This design comes from an exercise in tuning for small area, a short achievable clock period and few clock cycles per item on the open sky130 flow, not from production work.
Only simulation tests tie the RTL to the original design; equivalence was not proved.
Power figures rest on the tool's default switching activity, not on a simulated workload.

==> flow/design.v (outline; a module is shown in full before it is edited, if it fits) <==
// module fp_mul_pipe: 2484 lines
// module fp_fa: 4 lines
// module fp_ha: 4 lines
module fp_mul_pipe
#(
  parameter int EXP_W = 8,
  parameter int MAN_W = 23,
  localparam int W = 1 + EXP_W + MAN_W
) (
  input  logic         clk,
  input  logic         reset,
  input  logic         in_valid,
  output logic         in_ready,
  input  logic         rnd_mode,
  input  logic [W-1:0] a,
  input  logic [W-1:0] b,
  output logic         out_valid,
  input  logic         out_ready,
  output logic [W-1:0] c,
  output logic         ovf,
  output logic         unf,
  output logic         inv
);
  // ...
==> flow/flow/run.sh <==
#!/bin/bash
# Layout flow: the standard ORFS flow (standard.sh, unchanged synthesis),
# with port buffers of a plain small buffer cell instead of the default
# choice, and timing repair allowed to change cell footprints.
set -euo pipefail
bash standard.sh \
  MATCH_CELL_FOOTPRINT=0 \
  BUFFER_PORTS_ARGS="-buffer_cell sky130_fd_sc_hd__buf_2" \
  finish > standard.log 2>&1
==> flow/standard.sh <==
#!/bin/bash
# synth_recipe.tcl (not shown) runs the flow's synth.tcl, then flattens the netlist and writes it again
# the make line also repeats each setting of config.mk as NAME=value (left out here)
make -C /OpenROAD-flow-scripts/flow DESIGN_CONFIG=/design/flow/config.mk WORK_HOME=/design/flow/orfs CLKGATE_MAP_FILE= SYNTH_SCRIPT=/design/flow/synth_recipe.tcl "${@:-finish}"
==> flow/config.mk <==
export PLATFORM = sky130hd
export DESIGN_NAME = fp_mul_pipe
export DESIGN_NICKNAME = fp_mul_pipe
export VERILOG_FILES = /design/flow/design.v
export SDC_FILE = /design/flow/constraint.sdc
export NUM_CORES = 4
export LEC_CHECK = 0
export ABC_AREA = 1
export CAP_MARGIN = 20
export CORE_MARGIN = 2
export CORE_UTILIZATION = 40
export CTS_BUF_LIST = sky130_fd_sc_hd__clkbuf_8 sky130_fd_sc_hd__clkbuf_16
export SETUP_SLACK_MARGIN = 4.8
export SLEW_MARGIN = 20
export SYNTH_HIERARCHICAL = 1
export SYNTH_MINIMUM_KEEP_SIZE = 0
==> flow/constraint.sdc <==
create_clock -name core_clock -period 8.5 [get_ports {clk}]
set_input_delay 1.7000 -clock core_clock [delete_from_list [all_inputs] [get_ports {clk}]]
set_output_delay 1.7000 -clock core_clock [all_outputs]
set_load 0.01 [all_outputs]
==> flow_summary_export.csv, run 1 <==
group,metric,value,unit
synthesis,synth_cell_types,54,
synthesis,yosysMostFrequentCell,"xor2_1",
place,dp_slack,3.81,ns
power,p_clk,0.877,mW
final_layout,seq_share,22.7,%
timing,finalMaxSlewViolations,0,
drt,first_iter_violations,1583,
power,seq_power,1.85,mW
place,dpl.cell_count,2722,
timing,setup_slack,4.49,ns
synthesis,yosysSeqAreaShare,27.4,%
critical_path,arrival,2.31,ns
cts,cts_root_buf,"clkbuf_16",
floorplanning,dieHeight,232,um
critical_path,ff2ff_path_depth,25,
final_layout,fill_cells,4612,
grt,grt_use_met3,5.71,%
timing,min_period,4.01,ns
synthesis,synth-adder-area-share,32.1,%
final_layout,clock_area_share,2.62,%
flow_run,maxCapViolCount,0,
drt,vias,16414,
drt,top_layer,"met4",
critical_path,worst-path-stages,5,
timing,rsz0062_at_grt,"true",
cts,cts_buffers,17,
critical_path,cp-start-kind,"input port",
final_layout,largest_reg_flops,32,
final_layout,syn2layout_area_growth,20.4,%
power,power_frac_comb,74.5,%
timing,timing.fmax,0.250,GHz
synthesis,synthTopCellsByArea,"edfxtp_1 27%, fa_1 25%, xor2_1 12%",
synthesis,ys_warn_count,7,
run_status,status,"finished clean",
grt,busiest_layer,"met2",
critical_path,slowest_delay,0.17,ns
final_layout,top_regs,"c_q (32), amn (23), bm (11)",
critical_path,cp_top_family,"buffers and inverters",
place,dpl_cell_area,0.0220,sq mm
min_path,holdPathEnd,"inv1$_DFFE_PP_",
drt,drc,0,
Testbench counts, summed over its fixed seeds: cycles 16,024, items 16,000.
==> inputs of run 2 (changes only) <==
--- a/flow/config.mk
+++ b/flow/config.mk
@@ -15,2 +15,3 @@
 export SYNTH_HIERARCHICAL = 1
 export SYNTH_MINIMUM_KEEP_SIZE = 0
+export TNS_END_PERCENT = 5
==> run 2 against run 1 <==
Against the previous run:
- clock power is 4.3% lower
- global-route usage is 0.94 points lower
- critical path depth down 1
- highest routed layer is now met5
- cell area shrank 5.0%
- worst setup slack lost 0.080 ns
==> flow_summary_export.csv, run 2 <==
group,metric,value,unit
run_status,status,"finished clean",
drt,wirelength,58700,um
drt,vias,15855,
cts,cts_buffers,17,
synthesis,synthTopCellsByArea,"edfxtp_1 27%, fa_1 25%, xor2_1 12%",
final_layout,largest_reg_flops,32,
final_layout,antennaDiodeCount,0,
power,ir_drop,0.000234,V
drt,drc,0,
place,portBuffers,105,
timing,setup_slack,4.41,ns
min_path,min_path_type,"reg2reg",
grt,grt_use_total,22.1,%
critical_path,arrival,2.39,ns
place,dp_slack,3.95,ns
place,dpl.cell_count,2726,
final_layout,layout_common_cells,"279 x xor2_1, 239 x fa_1, 232 x o22ai_1",
power,p_per_area,414,mW/mm^2
synthesis,synth_common_cells,"285 x xor2_1, 265 x fa_1, 243 x o22ai_1",
synthesis,ys_warn_count,7,
timing,min_period_over_period,48.1,%
floorplanning,rows,83,
synthesis,yosysSeqAreaShare,27.4,%
critical_path,slowest_delay,0.26,ns
synthesis,yosysMostFrequentCell,"xor2_1",
grt,grt_max_degree,69,
synthesis,yosysTopAreaCell,"edfxtp_1",
critical_path,cp-start-kind,"input port",
critical_path,worst-setup-path-type,"in2out",
timing,hold_slack,0.422,ns
timing,finalMaxSlewViolations,0,
final_layout,drive_gt1_share,17.8,%
final_layout,final_area,0.0239,sq mm
place,dp_hpwl,38800,um
power,power.total,9.89,mW
critical_path,cp.buffers_inverters,3,
final_layout,top_regs,"c_q (32), amn (23), bm (11)",
cts,cts_buffer_depth,2,
final_layout,final_common_cell,"xor2_1",
grt,antenna_found_initial,1,
timing,worst_clock_skew,0.0336,ns
synthesis,synth_top_area_share,27.1,%
final_layout,nets,2577,
final_layout,regMostFlops,"c_q",
place,dpl_cell_area,0.0220,sq mm
cts,cts.clk_slew.worst_paths,0.08,ns
floorplanning,dieHeight,232,um
cts,clock_sinks,191,
critical_path,required,6.80,ns
synthesis,synth_cells,2026,
synthesis,synth-seq-cells,191,
timing,tns,0,ns
cts,clkLatencyLatePin,0.50,ns
critical_path,cpMaxStageDelayCell,"clkinvlp_4",
synthesis,synth_ff_type,"edfxtp_1",
grt,gr-total-overflow,0,
timing,max_slew_margin,38.2,%
critical_path,critPathMostFrequentCell,"buf_6",
critical_path,crit_path_end_kind,"output port",
drt,wire_per_inst,20.8,um
floorplanning,die_x,232,um
synthesis,syn_area,0.0209,sq mm
critical_path,r2r_slack,4.63,ns
floorplanning,ios,106,
final_layout,ff_latch_area,0.00571,sq mm
timing,timing.fmax,0.245,GHz
cts,cts_root_buf,"clkbuf_16",
synthesis,synthArstFlopShare,0,%
timing,min_period,4.09,ns
critical_path,crit_path_cell_trace,"buf_6 > nor2_4 > clkinvlp_4 > buf_6",
final_layout,syn2layout_area_growth,14.4,%
floorplanning,core-area,0.0514,sq mm
power,cellLeakagePower,10.1,nW
synthesis,synth-edff-count,188,
synthesis,synth_cell_types,54,
drt,first_iter_violations,1468,
final_layout,final_util,46.4,%
timing,hold_viol_final,0,
final_layout,instances_no_fill,2825,
timing,tightestPinTransition,0.926,ns
drt,postRouteAntennaNets,0,
critical_path,cp_max_fo,2,
drt,firstDrtPassIters,5,
grt,grt_pass1_vias,16619,
critical_path,cp_top_family,"buffers and inverters",
drt,vias_per_cell,5.61,
place,routabilityCongestion,0.861,
floorplanning,die-area,0.0540,sq mm
timing,rsz0062_at_grt,"true",
floorplanning,initial_core_util,40.6,%
cts,cts_tree,"done",
flow_run,maxCapViolCount,0,
final_layout,multi_input_area,0.0143,sq mm
cts,cts-htree-levels,4,
timing,setup_violations,0,
grt,grt_pass1_wl,91800,um
final_layout,fill_cells,4763,
synthesis,syn_avg_cell_area,10.3,sq um
## run 2: cell types whose count changed in the layout (fill, tap and decap cells not counted), moves of 9 or more
cell / delta
buf_4: -9
o22ai_2: -13
nand3_2: -33
fa_2: -17
nor2_1: +9
buf_6: -17
o22ai_1: +13
nand3_1: +34
fa_1: +17
nand2_1: +9
## run 2: path summary, 6_finish.rpt
kind         depth (start not counted)              from         endpoint
max                                  4         out_ready         in_ready
min                                  0   e0[2]$_DFFE_PP_  e1[2]$_DFFE_PP_
max reg2reg                         12  amn[9]$_DFFE_PP_  r1_lc$_DFFE_PP_
min reg2reg                          0   e0[2]$_DFFE_PP_  e1[2]$_DFFE_PP_
## run 2: cell type report
| class | count | share of cell area (%) |
|---|---|---|
| Timing Repair Buffer | 217 | 7.12 |
| Sequential cell | 191 | 23.9 |
| Multi-Input combinational cell | 1532 | 60.1 |
| Tap cell | 680 | 3.57 |
| Inverter | 173 | 2.77 |
| Clock buffer | 17 | 1.78 |
| Clock inverter | 15 | 0.776 |
## run 2: timing repair
item                                    4_1_cts  5_1_grt
endpoints found under the setup margin       77      140
cloned                                        1        0
gates resized for setup                      32       80
hold buffers                                  0        0
pin swaps                                    30       17
setup buffers                                34       32
## run 2: metal layers
layer  vias up  global-route usage (%)  share of wire (%)
li1       7107                       -                  -
met1      7659                    28.5                 40
met2       896                    35.5                 46
met3       191                    5.16                9.5
met4         2                    9.66                4.0
met5         -                       0              0.019
## run 2: cell families after synthesis
group,after synthesis,share of synthesized area [%]
AOI/OAI and AO/OA,364,10.9
and+or+nand+nor,458,10.2
adders and majority gates,376,32.1
buffers and inverters,314,5.92
muxes,2,0.108
DFF,191,27.4
xor gates and xnor gates,319,13.4
other,2,0.0360
## run 2: where the power goes
group	total (mW)	internal [mW]	switching (mW)
clock network	0.839	0.403	0.435
logic	7.21	3.05	4.15
registers	1.84	1.74	0.102
total	9.89	5.19	4.69
## run 2: worst register-to-register path, stage by stage (launching register included)
cell      delay [ns]
edfxtp_1        0.32
buf_4           0.33
o22ai_1         0.17
xor2_1          0.17
ha_1            0.30
fa_1            0.39
fa_1            0.51
fa_1            0.45
ha_1            0.31
a21oi_1         0.16
o31ai_1         0.08
a21oi_1         0.24
o221ai_1        0.19
## run 2: Yosys stat by module (local to each module, per instance)
module       times used  cell area (sq um)  flops+latches  cells inside
fp_fa               264               20.0              0             1
fp_ha                79               12.5              0             1
fp_mul_pipe           1              14600            191          1683
==> inputs of run 3 (changes only) <==
--- a/flow/config.mk
+++ b/flow/config.mk
@@ -11,5 +11,5 @@
 export CORE_UTILIZATION = 40
 export CTS_BUF_LIST = sky130_fd_sc_hd__clkbuf_8 sky130_fd_sc_hd__clkbuf_16
-export SETUP_SLACK_MARGIN = 4.8
+export SETUP_SLACK_MARGIN = 4.6
 export SLEW_MARGIN = 20
 export SYNTH_HIERARCHICAL = 1
==> run 3 against run 2 <==
Against the previous run:
- critical endpoint unchanged
- cell area is 2.1% lower
- core utilization is 1.0 points lower
- total power is 2.1% lower
- combinational power is 3.1% lower
- die area stayed put
- largest cell class unchanged
- register-to-register slack worse by 0.06 ns
- sequential share of layout area is 0.53 points higher
- fmax is 0.15% higher
==> flow_summary_export.csv, run 3 <==
group,metric,value,unit
final_layout,nets,2563,
grt,grt_use_met3,5.14,%
synthesis,yosysSeqAreaShare,27.4,%
grt,gr-total-overflow,0,
final_layout,largest_reg_flops,32,
final_layout,antennaDiodeCount,0,
floorplanning,rows,83,
cts,cts-htree-levels,4,
final_layout,drive_gt1_share,14.5,%
synthesis,syn_avg_cell_area,10.3,sq um
floorplanning,die_x,232,um
drt,vias_per_cell,5.58,
flow_run,maxCapViolCount,0,
synthesis,synth-edff-count,188,
synthesis,synth_common_cells,"285 x xor2_1, 265 x fa_1, 243 x o22ai_1",
synthesis,synth_cells,2026,
timing,max_slew_margin,38.6,%
drt,first_iter_violations,1365,
synthesis,synth_top_area_share,27.1,%
drt,firstDrtPassIters,6,
timing,min_period_over_period,48.0,%
final_layout,final_util,45.4,%
grt,grt_use_total,22.0,%
cts,cts_tree,"done",
critical_path,arrival,2.38,ns
synthesis,synth-seq-cells,191,
synthesis,synth_cell_types,54,
critical_path,required,6.80,ns
cts,clock_sinks,191,
final_layout,layout_common_cells,"285 x xor2_1, 265 x fa_1, 243 x o22ai_1",
drt,wirelength,58400,um
final_layout,top_regs,"c_q (32), amn (23), bm (11)",
grt,busiest_layer,"met2",
place,portBuffers,105,
synthesis,syn_area,0.0209,sq mm
grt,grt_pass1_wl,91500,um
timing,timing.fmax,0.245,GHz
cts,cts.clk_slew.worst_paths,0.08,ns
floorplanning,core-area,0.0514,sq mm
grt,grt_pass1_vias,16530,
critical_path,critPathMostFrequentCell,"buf_6",
place,dpl.cell_count,2726,
run_status,status,"finished clean",
critical_path,slowest_delay,0.26,ns
timing,worst_clock_skew,0.0337,ns
timing,min_period,4.08,ns
cts,cts_root_buf,"clkbuf_16",
critical_path,crit_path_end_kind,"output port",
final_layout,final_common_cell,"xor2_1",
timing,setup_violations,0,
final_layout,ff_latch_area,0.00571,sq mm
timing,tightestPinTransition,0.920,ns
final_layout,syn2layout_area_growth,12.0,%
final_layout,fill_cells,4834,
power,ir_drop,0.000242,V
floorplanning,ios,106,
synthesis,synthArstFlopShare,0,%
cts,clkLatencyLatePin,0.50,ns
drt,vias,15695,
drt,postRouteAntennaNets,0,
floorplanning,die-area,0.0540,sq mm
place,dp_hpwl,38800,um
final_layout,multi_input_area,0.0141,sq mm
final_layout,regMostFlops,"c_q",
critical_path,cp_max_fo,2,
drt,drc,0,
power,p_per_area,415,mW/mm^2
floorplanning,initial_core_util,40.6,%
grt,grt_max_degree,69,
timing,hold_viol_final,0,
power,cellLeakagePower,9.99,nW
synthesis,synthTopCellsByArea,"edfxtp_1 27%, fa_1 25%, xor2_1 12%",
critical_path,cpMaxStageDelayCell,"clkinvlp_4",
grt,use_met2,35.4,%
grt,grt_use_met1,28.4,%
timing,tns,0,ns
critical_path,cp-start-kind,"input port",
critical_path,crit_path_cell_trace,"buf_6 > nor2_4 > clkinvlp_4 > buf_6",
synthesis,ys_warn_count,7,
floorplanning,dieHeight,232,um
place,routabilityCongestion,0.861,
synthesis,yosysTopAreaCell,"edfxtp_1",
grt,antenna_found_initial,1,
critical_path,cp_top_family,"buffers and inverters",
drt,wire_per_inst,20.8,um
critical_path,worst-setup-path-type,"in2out",
timing,finalMaxSlewViolations,0,
timing,rsz0062_at_grt,"true",
final_layout,instances_no_fill,2811,
cts,cts_buffer_depth,2,
timing,hold_slack,0.421,ns
min_path,min_path_type,"reg2reg",
synthesis,synth_ff_type,"edfxtp_1",
cts,cts_buffers,17,
synthesis,yosysMostFrequentCell,"xor2_1",
power,power.total,9.68,mW
critical_path,cp.buffers_inverters,3,
[run 3: layer usage]
layer / wire, um / up-vias
li1: - / 7073
met1: 23700 / 7599
met2: 27000 / 852
met3: 5460 / 169
met4: 2290 / 2
met5: 11 / -
[run 3: what timing repair did]
item | CTS | global route
buffers inserted | 23 | 29
cloned | 1 | 0
gates resized for setup | 12 | 8
pin swaps | 7 | 10
endpoints found under the setup margin | 72 | 71
hold buffers | 0 | 0
[run 3: report_power, final]
group / switching (mW) / total, mW / internal [mW]
Clock: 0.435 / 0.838 / 0.403
Sequential: 0.110 / 1.85 / 1.74
Combinational: 4.07 / 6.99 / 2.93
Total: 4.61 / 9.68 / 5.07
[run 3: logic make-up after synthesis]
group	Yosys count	share of synthesized area [%]
simple gates	458	10.2
fa+ha+maj	376	32.1
compound gates	364	10.9
xor+xnor	319	13.4
buf+inv	314	5.92
flops	191	27.4
other cells	2	0.0360
mux	2	0.108
[run 3: through the flow]
step / worst slack, ns / instance area, sq um
2_1_floorplan: 2.84 / 20900
6_report: 4.42 / 23400
5_1_grt: 4.38 / 23400
3_5_place_dp: 3.95 / 22000
4_1_cts: 4.37 / 23000
3_3_place_gp: 3.89 / 22000
[run 3: Yosys stat by module (local to each module, per instance)]
module | cells inside | flip-flops and latches
fp_ha | 1 | 0
fp_mul_pipe | 1683 | 191
fp_fa | 1 | 0
[run 3: final timing paths]
| kind | from | end | slack (ns) | cells after the start |
|---|---|---|---|---|
| max reg2reg | bt1n$_DFFE_PP_ | r1_lc$_DFFE_PP_ | 4.57 | 9 |
| min | e0[2]$_DFFE_PP_ | e1[2]$_DFFE_PP_ | 0.42 | 0 |
| max | out_ready | in_ready | 4.42 | 4 |
| min reg2reg | e0[2]$_DFFE_PP_ | e1[2]$_DFFE_PP_ | 0.42 | 0 |
[run 3: worst reg2reg max path, cell delays in order (launching register included)]
cell      delay (ns)
edfxtp_1        0.77
o22ai_1         0.18
xor2_1          0.19
fa_1            0.48
fa_1            0.44
fa_1            0.55
fa_1            0.43
ha_1            0.32
a21oi_1         0.16
o221ai_1        0.15
[run 3: area by class of cell]
class / instances / share of cell area, %
clock inverter: 15 / 0.793
tap: 680 / 3.64
inverter: 173 / 2.80
timing repair buffer: 203 / 6.26
clock buffer: 17 / 1.82
sequential: 191 / 24.4
multi-input combinational: 1532 / 60.2
==> inputs of run 4 (changes only) <==
--- a/flow/config.mk
+++ b/flow/config.mk
@@ -11,7 +11,7 @@
 export CORE_UTILIZATION = 40
 export CTS_BUF_LIST = sky130_fd_sc_hd__clkbuf_8 sky130_fd_sc_hd__clkbuf_16
+export PLACE_DENSITY = 0.75
 export SETUP_SLACK_MARGIN = 4.6
 export SLEW_MARGIN = 20
 export SYNTH_HIERARCHICAL = 1
 export SYNTH_MINIMUM_KEEP_SIZE = 0
-export TNS_END_PERCENT = 5
==> run 4 against run 3 <==
Against the previous run:
- count of clock-buffer cells in the layout stayed put
- worst hold slack worse by 0.0053 ns
- synthesized area stayed put
- first-iteration DRC count is 47% higher
- critical endpoint unchanged
- highest routed layer is now met4
==> flow_summary_export.csv, run 4 <==
group,metric,value,unit
drt,drc,0,
synthesis,synthTopCellsByArea,"edfxtp_1 27%, fa_1 25%, xor2_1 12%",
final_layout,final_common_cell,"xor2_1",
critical_path,arrival,2.21,ns
timing,max_slew_margin,23.0,%
drt,first_iter_violations,2012,
final_layout,layout_common_cells,"285 x xor2_1, 265 x fa_1, 242 x o22ai_1",
timing,worst_clock_skew,0.0203,ns
synthesis,synth_cell_types,54,
grt,grt_pass1_wl,95000,um
place,dpl_cell_area,0.0219,sq mm
final_layout,regMostFlops,"c_q",
grt,busiest_layer,"met2",
grt,grt_use_met3,7.27,%
grt,grt_max_degree,191,
run_status,status,"finished clean",
cts,cts_buffers,17,
cts,cts-htree-levels,4,
grt,grt_use_met1,28.3,%
floorplanning,rows,83,
timing,tightestPinTransition,1.15,ns
critical_path,cp_max_fo,2,
critical_path,worst-setup-path-type,"in2out",
synthesis,synth-edff-count,188,
floorplanning,die_x,232,um
drt,wire_per_inst,22.2,um
final_layout,largest_reg_flops,32,
cts,cts_buffer_depth,2,
place,portBuffers,105,
synthesis,ys_warn_count,7,
floorplanning,dieHeight,232,um
timing,finalMaxSlewViolations,0,
synthesis,yosysTopAreaCell,"edfxtp_1",
drt,wirelength,63400,um
critical_path,r2r_end,"r1_lc$_DFFE_PP_",
min_path,hold_path.startpoint,"st0$_DFFE_PP_",
synthesis,synth_common_cells,"285 x xor2_1, 265 x fa_1, 243 x o22ai_1",
critical_path,r2r-start,"amn[9]$_DFFE_PP_",
critical_path,crit_start,"out_ready",
grt,grt_use_total,22.8,%
synthesis,syn_avg_cell_area,10.3,sq um
timing,timing.fmax,0.256,GHz
grt,gr-total-overflow,0,
cts,cts_tree,"done",
floorplanning,initial_core_util,40.6,%
cts,cts.clk_slew.worst_paths,0.08,ns
final_layout,drive_gt1_share,18.8,%
synthesis,yosysSeqAreaShare,27.4,%
synthesis,synth_cells,2026,
final_layout,top_regs,"c_q (32), amn (23), bm (11)",
drt,vias,16951,
final_layout,nets,2615,
synthesis,synth_ff_type,"edfxtp_1",
synthesis,synth-seq-cells,191,
place,routabilityCongestion,0.914,
drt,vias_per_cell,5.92,
timing,min_period,3.91,ns
final_layout,antennaDiodeCount,0,
critical_path,ff2ff_path_depth,12,
grt,grt_pass1_vias,17285,
synthesis,synthArstFlopShare,0,%
synthesis,syn_area,0.0209,sq mm
floorplanning,ios,106,
final_layout,syn2layout_area_growth,17.1,%
critical_path,cp-start-kind,"input port",
place,dp_hpwl,38000,um
final_layout,final_area,0.0244,sq mm
cts,clock_sinks,191,
min_path,min_path_type,"reg2reg",
grt,use_met2,35.2,%
timing,rsz0062_at_grt,"true",
synthesis,yosysMostFrequentCell,"xor2_1",
power,cellLeakagePower,10.5,nW
critical_path,crit_path_end_kind,"output port",
timing,hold_viol_final,0,
synthesis,synth_top_area_share,27.1,%
critical_path,r2r_slack,4.62,ns
flow_run,maxCapViolCount,0,
critical_path,required,6.80,ns
cts,clkLatencyLatePin,0.47,ns
drt,firstDrtPassIters,8,
timing,tns,0,ns
power,ir_drop,0.000274,V
timing,setup_violations,0,
floorplanning,die-area,0.0540,sq mm
critical_path,crit_path_end,"in_ready",
floorplanning,core-area,0.0514,sq mm
cts,cts_root_buf,"clkbuf_16",
drt,postRouteAntennaNets,0,
timing,min_period_over_period,46.0,%
grt,antenna_found_initial,0,
power,power.total,10.5,mW
power,p_per_area,430,mW/mm^2
==> run 4: cell types whose count changed in the layout (fill, tap and decap cells not counted), sizes merged <==
| cell | change |
|---|---|
| inv | +1 |
| nor2 | +3 |
| clkinv | -3 |
| buf | +46 |
| clkbuf | +1 |
| nand4 | +1 |
| bufinv | +2 |
| nand2 | +1 |
==> run 4: worst max-delay path, cell delays in order <==
cell and delay (ns):
buf_6 0.09, nor2_4 0.10, clkinvlp_4 0.14, buf_8 0.17
==> run 4: cells by family after synthesis <==
logic type / synth area share, %
adders and majority gates: 32.1
buffers and inverters: 5.92
muxes: 0.108
DFF: 27.4
other: 0.0360
xor gates and xnor gates: 13.4
and+or+nand+nor: 10.2
AOI/OAI and AO/OA: 10.9
==> run 4: final cells by class <==
cell class | count | area [sq um]
clock inverters | 15 | 226
inverters | 173 | 653
fillers | 4475 | 27000
repair buffers | 250 | 2100
multi-input cells | 1537 | 14400
clock buffers | 17 | 425
well taps | 680 | 851
flip-flops and latches | 191 | 5710
==> run 4: power breakdown <==
group	switching [mW]	internal, mW	total (mW)
Sequential	0.124	1.74	1.87
Clock	0.425	0.462	0.887
Combinational	4.51	3.23	7.74
Total	5.06	5.44	10.5
==> run 4: worst min-delay path by stage <==
stage,endpoint,cells after the start,slack (ns)
4_1_cts,r1_ls$_DFFE_PP_,0,0.41
2_1_floorplan,e1[0]$_DFFE_PP_,0,0.40
5_1_grt,s1$_DFFE_PP_,0,0.43
3_5_place_dp,e1[8]$_DFFE_PP_,0,0.40
3_3_place_gp,e1[2]$_DFFE_PP_,0,0.40
6_report,r1_ls$_DFFE_PP_,0,0.42
==> run 4: stage by stage <==
| stage | hold WS, ns | util [%] | std cells | setup slack [ns] |
|---|---|---|---|---|
| after floorplan | 0.400 | - | 2037 | 2.84 |
| after global placement | 0.405 | 42.6 | 2708 | 4.02 |
| after detailed placement | 0.405 | 42.6 | 2708 | 3.78 |
| after CTS | 0.412 | 45.4 | 2799 | 4.55 |
| after global routing | 0.431 | 47.5 | 2863 | 4.45 |
| final | 0.416 | 47.5 | 2863 | 4.59 |
==> run 4: per-layer routing <==
metal / wire (um) / part of all wire, %
met1: 23500 / 37
met2: 28000 / 44
met3: 7990 / 13
met4: 3950 / 6.2
met5: 0 / 0
==> run 4: repair_timing <==
item	in CTS	in global routing
hold endpoints to repair	0	0
setup buffers	58	59
gates cloned	1	5
endpoints found under the setup margin	71	68
resized for setup	17	76
hold buffers	0	0
pin swaps	6	58
==> run 4: per-module statistics from Yosys (local to each module, per instance) <==
module       flip-flops and latches  cells  times used  area (sq um)
fp_mul_pipe                     191   1683           1         14600
fp_fa                             0      1         264          20.0
fp_ha                             0      1          79          12.5

-- afterwards: timing with drivers on the ports --
The flow's constraints put no driver on any port. The routed layouts listed below were extracted and timed again, unchanged, in two steps.
Step 1 assumes that a clkbuf_16 drives the clock port and a buf_2 every other input.
Step 2, shift: input delay + t, output delay - t, t = (earliest + latest rising clock arrival at the registers) / 2. This alone moves slack from input paths to output paths.
Three values: ideal, step 1, step 2; two values: the first two.
run	shift t [ns]	slack for setup (ns)	worst data-port slew with drivers (ns)
run 1	0.530	4.493 / 4.462 / 4.462	0.06
run 2	0.550	4.413 / 4.380 / 4.243	0.05
run 3	0.548	4.419 / 4.386 / 4.243	0.05
run 4	0.518	4.591 / 4.559 / 4.517	0.04
After both steps every run listed still meets setup and hold. For run 3, which loses most, drivers alone change the setup slack by -0.033 ns; drivers and shift together by -0.176 ns.
